This is an optimization exercise on Yosys and OpenROAD, whose aim is small area, a short achievable clock period and few clock cycles, not a production implementation.
No functional check of the RTL was part of this run.
No activity file was given, so power comes from the tool's default toggle rates.

==> design/flow/design.v <==
package mfu_pkg;
   localparam int DATA_W   = 32;
   localparam int RSV_ID_W = 4;
   localparam int INSTR_W  = 5;
   localparam logic [INSTR_W-1:0] I_LOAD   = 5'h08;
   localparam logic [INSTR_W-1:0] I_LOADB  = 5'h09;    
   localparam logic [INSTR_W-1:0] I_LOADR  = 5'h0a;
   localparam logic [INSTR_W-1:0] I_INPUT  = 5'h0b;    
   localparam logic [INSTR_W-1:0] I_STORE  = 5'h0c;
   localparam logic [INSTR_W-1:0] I_STOREB = 5'h0d;
   localparam logic [INSTR_W-1:0] I_STORER = 5'h0e;
   localparam logic [INSTR_W-1:0] I_OUTPUT = 5'h0f;
   localparam int SB_DEPTH   = 4;
   localparam int SB_PTR_W   = 2;
   localparam int OS_DEPTH   = 4;
   localparam int OS_PTR_W   = 2;
   localparam int AQ_DEPTH_W = 2;
   localparam int CDB_W    = RSV_ID_W + DATA_W;                    
   localparam int OPND_W   = RSV_ID_W + DATA_W + 1;                
   localparam int ISSUE_W  = RSV_ID_W + INSTR_W + 3 * OPND_W;      
   localparam int AENT_W   = RSV_ID_W + INSTR_W + DATA_W;          
   localparam int COMMIT_W = RSV_ID_W + 1;                         
   localparam int MREQ_W   = RSV_ID_W + INSTR_W + 2 * DATA_W;      
   function automatic logic is_store(input logic [INSTR_W-1:0] op);
      is_store = (op == I_STORE) || (op == I_STOREB) || (op == I_STORER) || (op == I_OUTPUT);
   endfunction
   function automatic logic is_load(input logic [INSTR_W-1:0] op);
      is_load = (op == I_LOAD) || (op == I_LOADB) || (op == I_LOADR) || (op == I_INPUT);
   endfunction
   function automatic logic is_minus(input logic [INSTR_W-1:0] op);
      is_minus = (op == I_LOADB) || (op == I_STOREB);
   endfunction
   function automatic logic [OPND_W-1:0] capture(input logic [OPND_W-1:0] op,
                                                 input logic [CDB_W-1:0] cdb,
                                                 input logic cdb_valid);
      capture = op;
      if (cdb_valid && !op[0] && op[OPND_W-1 -: RSV_ID_W] == cdb[CDB_W-1 -: RSV_ID_W]) begin
         capture = {op[OPND_W-1 -: RSV_ID_W], cdb[DATA_W-1:0], 1'b1};
      end
   endfunction
endpackage
module memory_functional_unit #(
   parameter int NS = 2,     
   parameter int NQ = 1,     
   parameter int EXCL = 0,
   parameter int GOSAFE = 0
) (
   input  logic         clk,
   input  logic         nrst,
   input  logic [119:0] i_issue,
   input  logic         i_issue_valid,
   output logic         o_issue_ready,
   input  logic [35:0]  i_cdb,
   input  logic         i_cdb_valid,
   input  logic [4:0]   i_commit,
   input  logic         i_commit_valid,
   output logic [35:0]  o_cdb,
   output logic         o_cdb_valid,
   input  logic         i_cdb_ready,
   output logic [72:0]  o_mem,
   output logic         o_mem_valid,
   input  logic         i_mem_ready
);
   localparam int SW = (NS > 4) ? 3 : (NS > 2) ? 2 : 1;                 
   localparam int PW = (NS > 4) ? 4 : (NS > 2) ? 3 : (NS > 1) ? 2 : 1;  
   localparam int QW = (NQ > 4) ? 3 : (NQ > 2) ? 2 : 1;
   logic [3:0]  is_rob;
   logic        is_st;
   logic [1:0]  is_lo;
   logic [36:0] is_base, is_off, is_data;
   assign is_rob  = i_issue[119:116];
   assign is_st   = i_issue[113];
   assign is_lo   = i_issue[112:111];
   assign is_base = i_issue[110:74];
   assign is_off  = i_issue[73:37];
   assign is_data = i_issue[36:0];
   logic [3:0]  cdb_tag;
   logic [31:0] cdb_val;
   assign cdb_tag = i_cdb[35:32];
   assign cdb_val = i_cdb[31:0];
   logic [3:0]  sb_rob   [NS];
   logic [1:0]  sb_lo    [NS];
   logic [31:0] sb_addr  [NS];
   logic [31:0] sb_data  [NS];
   logic        sb_dfill [NS];
   logic        sb_pend  [NS];    
   logic        sb_aok   [NS];    
   logic        sb_live  [NS];    
   logic        sb_canc  [NS];    
   logic [PW-1:0] sb_head, sb_tail, sb_cptr;    
   logic [SW-1:0] hd, tl, cp;
   assign hd = (NS > 1) ? sb_head[SW-1:0] : '0;
   assign tl = (NS > 1) ? sb_tail[SW-1:0] : '0;
   assign cp = (NS > 1) ? sb_cptr[SW-1:0] : '0;
   logic [3:0]    q_rob  [NQ];
   logic          q_st   [NQ];
   logic [1:0]    q_lo   [NQ];
   logic [32:0]   q_base [NQ];
   logic [32:0]   q_off  [NQ];
   logic [SW-1:0] q_sbi  [NQ];
   logic [QW-1:0] q_head, q_tail;
   logic [QW:0]   q_cnt;
   logic [QW-1:0] qh;
   assign qh = (NQ > 1) ? q_head : '0;
   logic          a_valid;
   logic [3:0]    a_rob;
   logic          a_st;
   logic [1:0]    a_lo;
   logic [31:0]   a_addr;
   logic [SW-1:0] a_sbi;
   logic          a_off;      
   logic          fr_valid;       
   logic [3:0]    fr_rob;
   logic [SW-1:0] fr_idx;
   logic          st_held;        
   logic [NS-1:0] a_hit;
   logic          a_any;
   logic [SW-1:0] a_hidx;
   logic          a_ld;
   assign a_ld = a_valid && !a_st;
   always_comb begin
      a_any  = 1'b0;
      a_hidx = '0;
      for (int e = 0; e < NS; e++) begin
         a_hit[e] = sb_live[e] && sb_addr[e] == a_addr
                    && !(EXCL == 0 && !sb_pend[e] && tl == e[SW-1:0]);
         if (a_hit[e]) begin
            a_any  = 1'b1;
            a_hidx = e[SW-1:0];
         end
      end
   end
   logic st_ok, st_cand, st_drop, sel_st, ld_offer, mem_take_st, mem_take_ld;
   logic cdb_take, fr_free, a_fwd, a_go;
   assign st_ok   = sb_pend[hd] && (sb_cptr != sb_head) && sb_aok[hd];
   assign st_cand = st_ok && !sb_canc[hd] && sb_dfill[hd];
   assign st_drop = st_ok && sb_canc[hd];
   assign sel_st  = st_cand && (st_held || !a_ld);
   assign ld_offer = a_ld && (!a_any || a_off) && !sel_st;
   assign mem_take_st = sel_st && i_mem_ready;
   assign mem_take_ld = ld_offer && i_mem_ready;
   assign o_mem_valid = a_ld ? (st_held || a_off || !a_any) : st_cand;
   logic out_ld;
   assign out_ld = a_ld && !st_held;
   assign o_mem = out_ld ? {a_rob, 3'b010, a_lo, a_addr, sb_data[hd]}
                         : {sb_rob[hd], 3'b011, sb_lo[hd], sb_addr[hd], sb_data[hd]};
   assign o_cdb_valid = fr_valid && sb_dfill[fr_idx];
   assign o_cdb       = {fr_rob, sb_data[fr_idx]};
   assign cdb_take    = o_cdb_valid && i_cdb_ready;
   assign fr_free     = !fr_valid || cdb_take;
   assign a_fwd = a_ld && a_any && !a_off && fr_free;
   assign a_go  = a_valid && (a_st || mem_take_ld || a_fwd);
   logic          qh_ready, q_pop, q_empty, q_full, bypass;
   assign q_empty  = (q_cnt == 0);
   assign q_full   = (q_cnt == NQ);
   assign qh_ready = !q_empty && q_base[qh][0] && q_off[qh][0];
   assign q_pop    = qh_ready && (!a_valid || a_go);
   logic sb_can_alloc, accept, alloc;
   logic a_go_safe, q_pop_safe;
   assign sb_can_alloc  = !sb_pend[tl] && !(fr_valid && fr_idx == tl)
                          && !(EXCL == 1 && a_ld && !a_off && sb_live[tl]);
   assign a_go_safe     = a_st || (GOSAFE == 1 && a_off && !sel_st && i_mem_ready);
   assign q_pop_safe    = qh_ready && (!a_valid || a_go_safe);
   logic pass_ok;
   assign pass_ok = !q_empty && !q_st[qh] && !qh_ready && !is_st && is_base[0] && is_off[0];
   assign o_issue_ready = (!q_full || q_pop_safe || (pass_ok && (!a_valid || a_go_safe)))
                          && (sb_can_alloc || !is_st);
   assign accept = i_issue_valid && o_issue_ready;
   assign alloc  = accept && is_st;
   assign bypass = accept && (q_empty || pass_ok) && is_base[0] && is_off[0] && (!a_valid || a_go);
   logic [31:0] ad_base, ad_off, ad_sum;
   logic        ad_minus;
   always_comb begin
      if (qh_ready) begin
         ad_base  = q_base[qh][32:1];
         ad_off   = q_off[qh][32:1];
         ad_minus = (q_lo[qh] == 2'b01);
      end else begin
         ad_base  = is_base[32:1];
         ad_off   = is_off[32:1];
         ad_minus = (is_lo == 2'b01);
      end
   end
   logic [31:0] ad_px, ad_pl, ad_mi;
   logic [31:0] pp_g [6];
   logic [31:0] pp_p [6];
   logic [31:0] pm_g [6];
   logic [31:0] pm_p [6];
   always_comb begin
      ad_px   = ad_base ^ ad_off;
      pp_g[0] = ad_base & ad_off;
      pp_p[0] = ad_px;
      pm_g[0] = ad_base & ~ad_off;
      pm_p[0] = ~ad_px;
      pm_g[0][0] = pm_g[0][0] | pm_p[0][0];    
      for (int l = 0; l < 5; l++) begin
         for (int i = 0; i < 32; i++) begin
            if (((i >> l) & 1) != 0) begin
               pp_g[l+1][i] = pp_g[l][i] | (pp_p[l][i] & pp_g[l][((i >> l) << l) - 1]);
               pp_p[l+1][i] = pp_p[l][i] & pp_p[l][((i >> l) << l) - 1];
               pm_g[l+1][i] = pm_g[l][i] | (pm_p[l][i] & pm_g[l][((i >> l) << l) - 1]);
               pm_p[l+1][i] = pm_p[l][i] & pm_p[l][((i >> l) << l) - 1];
            end else begin
               pp_g[l+1][i] = pp_g[l][i];
               pp_p[l+1][i] = pp_p[l][i];
               pm_g[l+1][i] = pm_g[l][i];
               pm_p[l+1][i] = pm_p[l][i];
            end
         end
      end
      ad_pl[0] = ad_px[0];
      ad_mi[0] = ad_px[0];
      for (int i = 1; i < 32; i++) begin
         ad_pl[i] = ad_px[i] ^ pp_g[5][i-1];
         ad_mi[i] = ~ad_px[i] ^ pm_g[5][i-1];
      end
      ad_sum = ad_minus ? ad_mi : ad_pl;
   end
   logic commit_st;
   assign commit_st = i_commit_valid && (sb_cptr != sb_tail) && sb_rob[cp] == i_commit[4:1];
   always_ff @(posedge clk) begin
      if (nrst) begin
         for (int e = 0; e < NS; e++) begin
            sb_pend[e] <= 1'b0;
            sb_live[e] <= 1'b0;
         end
         sb_head  <= '0;
         sb_tail  <= '0;
         sb_cptr  <= '0;
         q_head   <= '0;
         q_tail   <= '0;
         q_cnt    <= '0;
         a_valid  <= 1'b0;
         fr_valid <= 1'b0;
         st_held  <= 1'b0;
      end else begin
         for (int e = 0; e < NS; e++) begin
            if (i_cdb_valid && !sb_dfill[e] && sb_data[e][3:0] == cdb_tag) begin
               sb_data[e]  <= cdb_val;
               sb_dfill[e] <= 1'b1;
            end
         end
         for (int j = 0; j < NQ; j++) begin
            if (i_cdb_valid && !q_base[j][0] && q_base[j][4:1] == cdb_tag) begin
               q_base[j] <= {cdb_val, 1'b1};
            end
            if (i_cdb_valid && !q_off[j][0] && q_off[j][4:1] == cdb_tag) begin
               q_off[j] <= {cdb_val, 1'b1};
            end
         end
         if (alloc) begin
            sb_rob[tl]   <= is_rob;
            sb_lo[tl]    <= is_lo;
            sb_data[tl]  <= {is_data[32:5], is_data[0] ? is_data[4:1] : is_data[36:33]};
            sb_dfill[tl] <= is_data[0];
            if (i_cdb_valid && !is_data[0] && is_data[36:33] == cdb_tag) begin
               sb_data[tl]  <= cdb_val;
               sb_dfill[tl] <= 1'b1;
            end
            sb_pend[tl] <= 1'b1;
            sb_aok[tl]  <= 1'b0;
            sb_canc[tl] <= 1'b0;
            sb_live[tl] <= 1'b0;
            sb_tail     <= PW'(sb_tail + 1'b1);
         end
         if (accept && !bypass) begin
            q_rob[q_tail]  <= is_rob;
            q_st[q_tail]   <= is_st;
            q_lo[q_tail]   <= is_lo;
            q_sbi[q_tail]  <= tl;
            q_base[q_tail] <= {is_base[32:5], is_base[0] ? is_base[4:1] : is_base[36:33], is_base[0]};
            q_off[q_tail]  <= {is_off[32:5],  is_off[0]  ? is_off[4:1]  : is_off[36:33],  is_off[0]};
            if (i_cdb_valid && !is_base[0] && is_base[36:33] == cdb_tag) begin
               q_base[q_tail] <= {cdb_val, 1'b1};
            end
            if (i_cdb_valid && !is_off[0] && is_off[36:33] == cdb_tag) begin
               q_off[q_tail] <= {cdb_val, 1'b1};
            end
            q_tail <= (NQ > 1) ? QW'(q_tail + 1'b1) : '0;
         end
         if (q_pop) begin
            q_head <= (NQ > 1) ? QW'(q_head + 1'b1) : '0;
         end
         q_cnt <= q_cnt + (accept && !bypass) - q_pop;
         if (q_pop) begin
            a_rob  <= q_rob[qh];
            a_st   <= q_st[qh];
            a_lo   <= q_lo[qh];
            a_addr <= ad_sum;
            a_sbi  <= q_sbi[qh];
         end else if (bypass) begin
            a_rob  <= is_rob;
            a_st   <= is_st;
            a_lo   <= is_lo;
            a_addr <= ad_sum;
            a_sbi  <= tl;
         end
         if (q_pop || bypass) begin
            a_valid <= 1'b1;
            a_off   <= 1'b0;
         end else begin
            if (a_go) begin
               a_valid <= 1'b0;
            end
            if (ld_offer && !i_mem_ready) begin
               a_off <= 1'b1;
            end
         end
         if (a_valid && a_st) begin
            for (int e = 0; e < NS; e++) begin
               if (a_hit[e]) begin
                  sb_live[e] <= 1'b0;
               end
            end
            sb_addr[a_sbi] <= a_addr;
            sb_aok[a_sbi]  <= 1'b1;
            sb_live[a_sbi] <= 1'b1;
         end
         if (a_fwd) begin
            fr_rob   <= a_rob;
            fr_idx   <= a_hidx;
            fr_valid <= 1'b1;
         end else if (cdb_take) begin
            fr_valid <= 1'b0;
         end
         if (commit_st) begin
            sb_canc[cp] <= i_commit[0];
            sb_cptr     <= PW'(sb_cptr + 1'b1);
         end
         if (mem_take_st || st_drop) begin
            sb_pend[hd] <= 1'b0;
            sb_head     <= PW'(sb_head + 1'b1);
         end
         if (st_drop) begin
            sb_live[hd] <= 1'b0;
         end
         st_held <= sel_st && !i_mem_ready;
      end
   end
endmodule
==> design/flow/flow/run.sh <==
#!/bin/bash
# Standard layout, with the port buffers made from the smallest buffer cell.
set -euo pipefail
bash standard.sh "BUFFER_PORTS_ARGS=-buffer_cell sky130_fd_sc_hd__buf_1" finish > standard_make.log 2>&1
==> design/flow/standard.sh <==
#!/bin/bash
# synth_recipe.tcl (not shown) runs the flow's synth.tcl, then flattens the netlist and writes it again
# the make line also repeats each setting of config.mk as NAME=value (left out here)
make -C /OpenROAD-flow-scripts/flow DESIGN_CONFIG=/design/flow/config.mk WORK_HOME=/design/flow/orfs CLKGATE_MAP_FILE= SYNTH_SCRIPT=/design/flow/synth_recipe.tcl "${@:-finish}"
==> design/flow/config.mk <==
export PLATFORM = sky130hd
export DESIGN_NAME = memory_functional_unit
export DESIGN_NICKNAME = memory_functional_unit
export VERILOG_FILES = /design/flow/design.v
export SDC_FILE = /design/flow/constraint.sdc
export NUM_CORES = 4
export LEC_CHECK = 0
export ABC_AREA = 1
export CAP_MARGIN = 20
export CORE_MARGIN = 2
export CORE_UTILIZATION = 60
export SETUP_SLACK_MARGIN = 3.0
export SLEW_MARGIN = 20
==> design/flow/constraint.sdc <==
create_clock -name core_clock -period 7.0 [get_ports {clk}]
set_input_delay 1.4000 -clock core_clock [delete_from_list [all_inputs] [get_ports {clk}]]
set_output_delay 1.4000 -clock core_clock [all_outputs]
set_load 0.01 [all_outputs]
==> impl_metrics.toml <==
[global_route]
overflow = 0
grt_max_degree = 80
grt_first_pass_wirelength_um = 85100
antenna_found_initial = 9
grt_pass1_vias = 16200
grt.total_usage = 0.326

[synth]
synth_area_leaders = "edfxtp_1 41%, nand2_1 16%, inv_1 6.7%"
synth_flop_cell = "edfxtp_1"
netlist_area_mm2 = 0.0188
syn_inst = 2449
ys_warn_count = 5
syn_nets = 2689
synth_xor_xnor_area_share = 0.0307
synth_mux_area_frac = 0.00698
synth_area_leader_cell = "edfxtp_1"
synth-edff-count = 260
synth_simple_gate_area_frac = 0.242
ys_seq_area_frac = 0.442
synthArstFlopShare = 0
synth_cell_type_count = 59
synth-adder-area-share = 0.0519
yosysTopAreaCellShare = 0.415
synth_area_per_cell_um2 = 7.68
synth_compound_gate_area_share = 0.131
ys_ff_latch = 285
synth_top_family_by_area = "simple AND/OR/NAND/NOR gates"

[status]
status = "no timing/DRC/antenna violations"

[finish]
nets = 2922
nFillCells = 2608
final_layout_size_suffix_gt1_frac = 0.0525
areaGrowthSynthToFinish_pct = 13.3

[power]
p_leak_nw = 9.56
peakVddDrop_mv = 0.282
powerDensity_mw_per_mm2 = 351

[sta]
finalCritPeriodShare = 0.561
drv_slew = 0
clock_skew_ps = 21.1
finalCriticalPeriod_ps = 3930
maxSlewHeadroom = 0.265
tightestPinTransition_ps = 1100
hold_slack_ps = 459
grt_setup_unrepaired = "no"
fmax_ghz = 0.255
finalSetupViolCount = 0
fin_tns_setup_ps = 0
hold_viol = 0

[worst_setup_path]
startpoint_type = "flop"
arrival_ps = 2530
cp-end-kind = "output port"
timing.rr.start = "q_off[0][0]$_SDFFE_PP1P_"
path_max_fanout = 79
critPathLaunch = "a_st$_DFFE_PP_"
crit_type = "reg2out"
cp.required_ps = 5600

[floorplan]
fp.dieW_um = 181
io_pins = 280
die_h_um = 181
rows = 64
initial_core_util = 0.612
dieArea_mm2 = 0.0328
core_area_mm2 = 0.0307

[placement]
place.gp.congestion = 0.932
hpwl_um = 40000
portBuffers = 275

[min_path]
worstHoldPathType = "reg2reg"
hp-start = "sb_aok[1]$_DFF_P_"

[routing]
vias = 17400
drtPass1Iterations = 6
initialDrtViolationCount = 1601
post_drt_wl_per_cell_um = 17.7
viasPerCell = 5.59
postRouteAntennaNets = 0
wl_um = 55100
drc = 0

[clock_network]
clock-root-buffer = "clkbuf_16"
clock_sinks = 285
clkLatencyLatePin_ps = 570
cts_tree = "yes"
cts_max_level = 1
cts_buffers = 31
cts_buffer_depth = 3
clk_pin_slew_ps = 60

[run]
cap_violations = 0
## state kept, by name, indices dropped and copies added, names as in the netlist, 4 cells and up, named ones only
name and count:
sb_data 64, q_off 33, q_base 33, sb_lo 4, sb_addr 64, sb_rob 8
a_rob 4, q_rob 4, fr_rob 4, a_addr 32
## worst max-delay path: stages, from the launching register on
cell and delay [ps]:
edfxtp_1 430, nor2_4 220, inv_1 120, or2_2 290, buf_6 260, a21oi_1 390, buf_1 200
## kinds of logic after synthesis
family,after synthesis
simple gates,1110
compound gates,452
buf+inv,449
flops,285
fa+ha+maj,72
xor+xnor,66
mux,13
other cells,2
## stage by stage
step	power, mW	instance area, um2	util	instances	setup WS (ps)
3_5_place_dp	5.63	20000	0.651	3034	1920
4_1_cts	7.35	21100	0.687	3094	2930
3_3_place_gp	5.55	20000	0.651	3034	2030
2_1_floorplan	4.75	18800	-	2449	3040
6_report	7.48	21300	0.693	3107	3070
5_1_grt	8.01	21300	0.693	3105	2990
## cell type report
| cell class | instances | area [um2] | share of cell area |
|---|---|---|---|
| inverter | 345 | 1310 | 0.0616 |
| antenna | 5 | 12.5 | 0.000587 |
| tap | 396 | 495 | 0.0232 |
| clock inverter | 16 | 181 | 0.00851 |
| sequential | 285 | 8310 | 0.390 |
| multi-input combinational | 1715 | 8840 | 0.415 |
| clock buffer | 41 | 843 | 0.0396 |
| timing repair buffer | 304 | 1320 | 0.0619 |
## synth_stat cells (3+ instances only)
cell,count
xor2_1,48
clkbuf_1,58
and2_1,4
buf_4,11
nand2_2,4
buf_2,19
nand2_1,813
o2111ai_1,3
o211ai_1,32
or2_2,7
nor3_1,12
inv_2,8
o22ai_1,12
nor2_2,3
buf_6,5
dfxtp_1,25
nand3b_1,4
o21ai_1,48
mux2i_1,12
o21ai_0,243
a21o_1,6
ha_1,62
nand4_1,15
o21bai_1,6
a21oi_1,78
a21boi_0,3
edfxtp_1,260
nand3_2,3
fa_1,10
inv_1,336
buf_1,10
nor2_1,125
o31ai_1,3
nand3_1,107
a31oi_1,6
xnor2_1,18
## final timing paths
check	depth (start not counted)	endpoint	slack [ps]
max	6	o_mem[42]	3070
min	2	sb_aok[1]$_DFF_P_	460
max reg2reg	19	a_addr[17]$_DFFE_PP_	3230
min reg2reg	2	sb_aok[1]$_DFF_P_	460
## cell usage in the layout (no fill, tap or decap), types with 4 or more instances in the layout
| cell type | count |
|---|---|
| nand3_1 | 106 |
| nand3b_1 | 4 |
| o21ai_0 | 230 |
| nand2_1 | 808 |
| xor2_1 | 48 |
| o21bai_2 | 4 |
| nor2_2 | 6 |
| nand2_2 | 7 |
| buf_1 | 273 |
| xnor2_1 | 15 |
| diode_2 | 5 |
| nand3_2 | 4 |
| dfxtp_1 | 23 |
| o211ai_1 | 32 |
| ha_1 | 61 |
| bufinv_16 | 4 |
| clkinv_1 | 5 |
| o22ai_1 | 12 |
| edfxtp_1 | 260 |
| nor3_1 | 11 |
| mux2i_1 | 12 |
| a31oi_1 | 6 |
| a21o_1 | 6 |
| inv_1 | 334 |
| fa_1 | 10 |
| a21oi_1 | 77 |
| clkinv_2 | 7 |
| or2_2 | 8 |
| clkbuf_16 | 31 |
| o21ai_1 | 58 |
| buf_4 | 23 |
| nor2_1 | 122 |
| inv_2 | 8 |
| and2_1 | 4 |
| clkbuf_1 | 7 |
| nand4_1 | 15 |
## timing repair
action	in CTS	in global routing
hold endpoints to repair	0	0
pin swaps	1	3
hold buffers	0	0
endpoints found under the setup margin	41	46
resized for setup	22	36
setup buffers	3	8
## power by group
part / switching [mW] / internal (mW)
Combinational: 2.28 / 1.13
Sequential: 0.158 / 2.24
Clock: 0.682 / 0.988
Total: 3.12 / 4.36
## routing by layer
metal | track usage | wire, um | vias to the layer above
li1 | - | - | 8448
met3 | 0.0474 | 4360 | 138
met5 | 0 | 51 | -
met1 | 0.432 | 22400 | 7966
met2 | 0.542 | 26000 | 812
met4 | 0.127 | 2280 | 8

## afterwards: timing with drivers on the ports
The results above use ideal ports. As a check the final layout listed here was re-extracted and re-timed, cells and wires unchanged.
Step 1, drivers: a clkbuf_16 drives clk and a buf_2 each remaining input, both assumed.
Step 2 adds t to the input delays and takes it off the output delays; t is the mean of the earliest and latest rising clock arrival at the registers after step 1. Input paths then give back, and output paths get back, about the clock's delay inside the block.
Three values: ideal ports, drivers, drivers and shift; two values: the first two.
t, ns: 0.611
setup slack, ns: 3.071 / 3.016 / 2.627
worst hold slack (ns): 0.459 / 0.459 / 0.459
worst register clock-pin slew, ns: 0.07 / 0.07
After both steps this run still meets setup and hold. For this run, drivers alone change the setup slack by -0.055 ns; drivers and shift together by -0.444 ns.
